Background: an optimization exercise with open tools, aiming at small area. Do not read the settings as production practice.
In this exercise RTL edits were held to simulation tests only and were not proved equivalent to the original.
Power and IR drop assume default switching activity.

Setup of rev 12:
==> module chunk_serializer, before the edit <==
module chunk_serializer
#(
  parameter int WORD_W  = 32,
  parameter int DATA_W  = 512,
  parameter int KEY_W   = 256,
  parameter int NONCE_W = 64,
  parameter int CTR_W   = 64
) (
  input  logic               chunk_ser_clk,
  input  logic               chunk_ser_reset_n,
  input  logic               chunk_ser_valid,
  output logic               chunk_ser_ready,
  input  logic               encryp_decryp,
  input  logic [KEY_W-1:0]   public_key,
  input  logic [NONCE_W-1:0] nonce,
  input  logic [CTR_W-1:0]   counter,
  input  logic [DATA_W-1:0]  chunk_ser_data_in,
  output logic [WORD_W-1:0]  m_axis_tdata,
  output logic               m_axis_tvalid,
  input  logic               m_axis_tready,
  output logic               m_axis_tlast
);
  localparam int BLK_W      = KEY_W + NONCE_W + CTR_W + DATA_W;
  localparam int BLK_WORDS  = BLK_W / WORD_W;
  localparam int DATA_WORDS = DATA_W / WORD_W;
  localparam int IDX_W      = $clog2(BLK_WORDS);
  generate
    if (WORD_W <= 0 || KEY_W <= 0 || NONCE_W <= 0 || CTR_W <= 0 || DATA_W <= 0 ||
        (KEY_W % WORD_W) != 0 || (NONCE_W % WORD_W) != 0 ||
        (CTR_W % WORD_W) != 0 || (DATA_W % WORD_W) != 0) begin : g_bad_width
      $error("chunk_serializer: every segment width must be a nonzero multiple of WORD_W");
    end
  endgenerate
  logic               ready_reg;    
  logic               busy_reg;     
  logic [IDX_W-1:0]   word_idx;     
  logic [BLK_W-1:0]   blk_reg;      
  logic accept;
  logic last;
  assign accept          = chunk_ser_valid && ready_reg;
  assign last            = (word_idx == '0);
  assign chunk_ser_ready = ready_reg;
  assign m_axis_tvalid   = busy_reg;
  assign m_axis_tlast    = last;
  always_ff @(posedge chunk_ser_clk or negedge chunk_ser_reset_n) begin
    if (!chunk_ser_reset_n) begin
      ready_reg <= 1'b0;
      busy_reg  <= 1'b0;
    end else if (accept) begin
      ready_reg <= 1'b0;
      busy_reg  <= 1'b1;
    end else if (busy_reg && m_axis_tready && last) begin
      ready_reg <= 1'b1;
      busy_reg  <= 1'b0;
    end else if (!busy_reg) begin
      ready_reg <= 1'b1;
    end
  end
  always_ff @(posedge chunk_ser_clk) begin
    if (accept)
      word_idx <= (encryp_decryp == chunk_ser_pkg::ENCRYP) ? IDX_W'(BLK_WORDS - 1)
                                                           : IDX_W'(DATA_WORDS - 1);
    else if (busy_reg && m_axis_tready)
      word_idx <= word_idx - 1'b1;
  end
  logic [BLK_W-1:0] blk_in;
  assign blk_in = {public_key, nonce, counter, chunk_ser_data_in};
  always_ff @(posedge chunk_ser_clk) begin
    blk_reg <= (blk_in & {BLK_W{ready_reg}}) | (blk_reg & {BLK_W{busy_reg}});
  end
  always_comb begin
    m_axis_tdata = '0;
    for (int j = 0; j < BLK_WORDS; j++)
      if (word_idx == IDX_W'(j))
        m_axis_tdata = m_axis_tdata | blk_reg[j*WORD_W +: WORD_W];
  end
endmodule
clock: 6.0 ns
lec_check: 0
cap_margin: 20
core_margin: 2
core_utilization: 40
slew_margin: 20
run.sh (not shown) runs the stock make flow with config.mk's settings and CLKGATE_MAP_FILE= SYNTH_SCRIPT=/design/flow/synth_recipe.tcl, a recipe that flattens the netlist after the stock synthesis.
Modified inputs, rev 13 compared to rev 12
==> flow/design.v, changed modules only <==
module chunk_serializer
#(
  parameter int WORD_W  = 32,
  parameter int DATA_W  = 512,
  parameter int KEY_W   = 256,
  parameter int NONCE_W = 64,
  parameter int CTR_W   = 64
) (
  input  logic               chunk_ser_clk,
  input  logic               chunk_ser_reset_n,
  input  logic               chunk_ser_valid,
  output logic               chunk_ser_ready,
  input  logic               encryp_decryp,
  input  logic [KEY_W-1:0]   public_key,
  input  logic [NONCE_W-1:0] nonce,
  input  logic [CTR_W-1:0]   counter,
  input  logic [DATA_W-1:0]  chunk_ser_data_in,
  output logic [WORD_W-1:0]  m_axis_tdata,
  output logic               m_axis_tvalid,
  input  logic               m_axis_tready,
  output logic               m_axis_tlast
);
  localparam int BLK_W      = KEY_W + NONCE_W + CTR_W + DATA_W;
  localparam int BLK_WORDS  = BLK_W / WORD_W;
  localparam int DATA_WORDS = DATA_W / WORD_W;
  localparam int HDR_WORDS  = BLK_WORDS - DATA_WORDS;
  localparam int IDX_W      = $clog2(BLK_WORDS);
  generate
    if (WORD_W <= 0 || KEY_W <= 0 || NONCE_W <= 0 || CTR_W <= 0 || DATA_W <= 0 ||
        (KEY_W % WORD_W) != 0 || (NONCE_W % WORD_W) != 0 ||
        (CTR_W % WORD_W) != 0 || (DATA_W % WORD_W) != 0) begin : g_bad_width
      $error("chunk_serializer: every segment width must be a nonzero multiple of WORD_W");
    end
  endgenerate
  logic               ready_reg;    
  logic               busy_reg;     
  logic               mode_reg;     
  logic               inv_reg;      
  logic [IDX_W-1:0]   words_left;   
  logic [WORD_W-1:0]  chain [BLK_WORDS];
  logic [BLK_W-1:0]   blk_in;
  logic               accept;
  logic               last;
  logic               shift;
  logic               hold;
  assign blk_in          = {public_key, nonce, counter, chunk_ser_data_in};
  assign accept          = chunk_ser_valid && ready_reg;
  assign last            = (words_left == '0);
  assign shift           = busy_reg && m_axis_tready;
  assign hold            = !ready_reg && !m_axis_tready;
  assign chunk_ser_ready = ready_reg;
  assign m_axis_tvalid   = busy_reg;
  assign m_axis_tlast    = last;
  always_ff @(posedge chunk_ser_clk or negedge chunk_ser_reset_n) begin
    if (!chunk_ser_reset_n) begin
      ready_reg <= 1'b0;
      busy_reg  <= 1'b0;
    end else if (accept) begin
      ready_reg <= 1'b0;
      busy_reg  <= 1'b1;
    end else if (shift && last) begin
      ready_reg <= 1'b1;
      busy_reg  <= 1'b0;
    end else if (!busy_reg) begin
      ready_reg <= 1'b1;
    end
  end
  always_ff @(posedge chunk_ser_clk) begin
    if (accept) begin
      mode_reg   <= encryp_decryp;
      words_left <= (encryp_decryp == chunk_ser_pkg::ENCRYP) ? IDX_W'(BLK_WORDS - 1)
                                                             : IDX_W'(DATA_WORDS - 1);
    end else if (shift) begin
      words_left <= words_left - 1'b1;
    end
  end
  always_ff @(posedge chunk_ser_clk) begin
    inv_reg <= ready_reg || !inv_reg;
  end
  always_ff @(posedge chunk_ser_clk) begin
    for (int k = 0; k < BLK_WORDS; k++) begin
      if (k + 1 < BLK_WORDS)
        chain[k] <= ~((blk_in[(BLK_WORDS-1-k)*WORD_W +: WORD_W] & {WORD_W{ready_reg}}) |
                      (chain[k+1] & {WORD_W{shift}}) |
                      (chain[k]   & {WORD_W{hold}}));
      else
        chain[k] <= ~((blk_in[(BLK_WORDS-1-k)*WORD_W +: WORD_W] & {WORD_W{ready_reg}}) |
                      (chain[k]   & {WORD_W{hold}}));
    end
  end
  assign m_axis_tdata = ((mode_reg == chunk_ser_pkg::ENCRYP) ? chain[0] : chain[HDR_WORDS]) ^
                        {WORD_W{inv_reg}};
endmodule
==> run notes <==
Rev 13 against rev 12; area of all placed cells without fillers is down by a little under 10%. Rev 13 vs rev 12, most frequent standard cell in the layout excluding fill and tap cells: sky130_fd_sc_hd__clkdlybuf4s50_1 vs sky130_fd_sc_hd__a22o_1. Summary of rev 13 over rev 12: non-clock buffer count lower; power spent charging and discharging nets went down by 23%; worst setup margin shows an increase of 1560 ps. Min critical path depth across rev 12 and rev 13: rev 13. Rev 12 → rev 13: via count of the first global-routing pass dropped 5196, global-route track usage on met2 down 8.2 points, internal reg-to-reg setup slack went up, final period demand of the worst path decreased 1560 ps.

## afterwards: timing with drivers on the ports
Ports are ideal in the flow. The routed layouts listed here were re-timed in OpenROAD. Step 1, drivers: a clkbuf_16 drives chunk_ser_clk and a buf_2 each remaining input, both assumed. Step 2 times the ports against the registers' clock, not the clock port: input delays grow and output delays shrink by t, the midpoint of the rising clock arrivals with the driver on. Three values: no drivers, after step 1, after step 2; two values: the first two.
run	t, ns	slack for setup (ns)	worst setup path at the end
rev 12	0.728	0.394 / 0.319 / 1.047	register to output
rev 13	0.704	1.953 / 1.886 / 2.354	input to register
After both steps setup and hold are still met in every run listed.
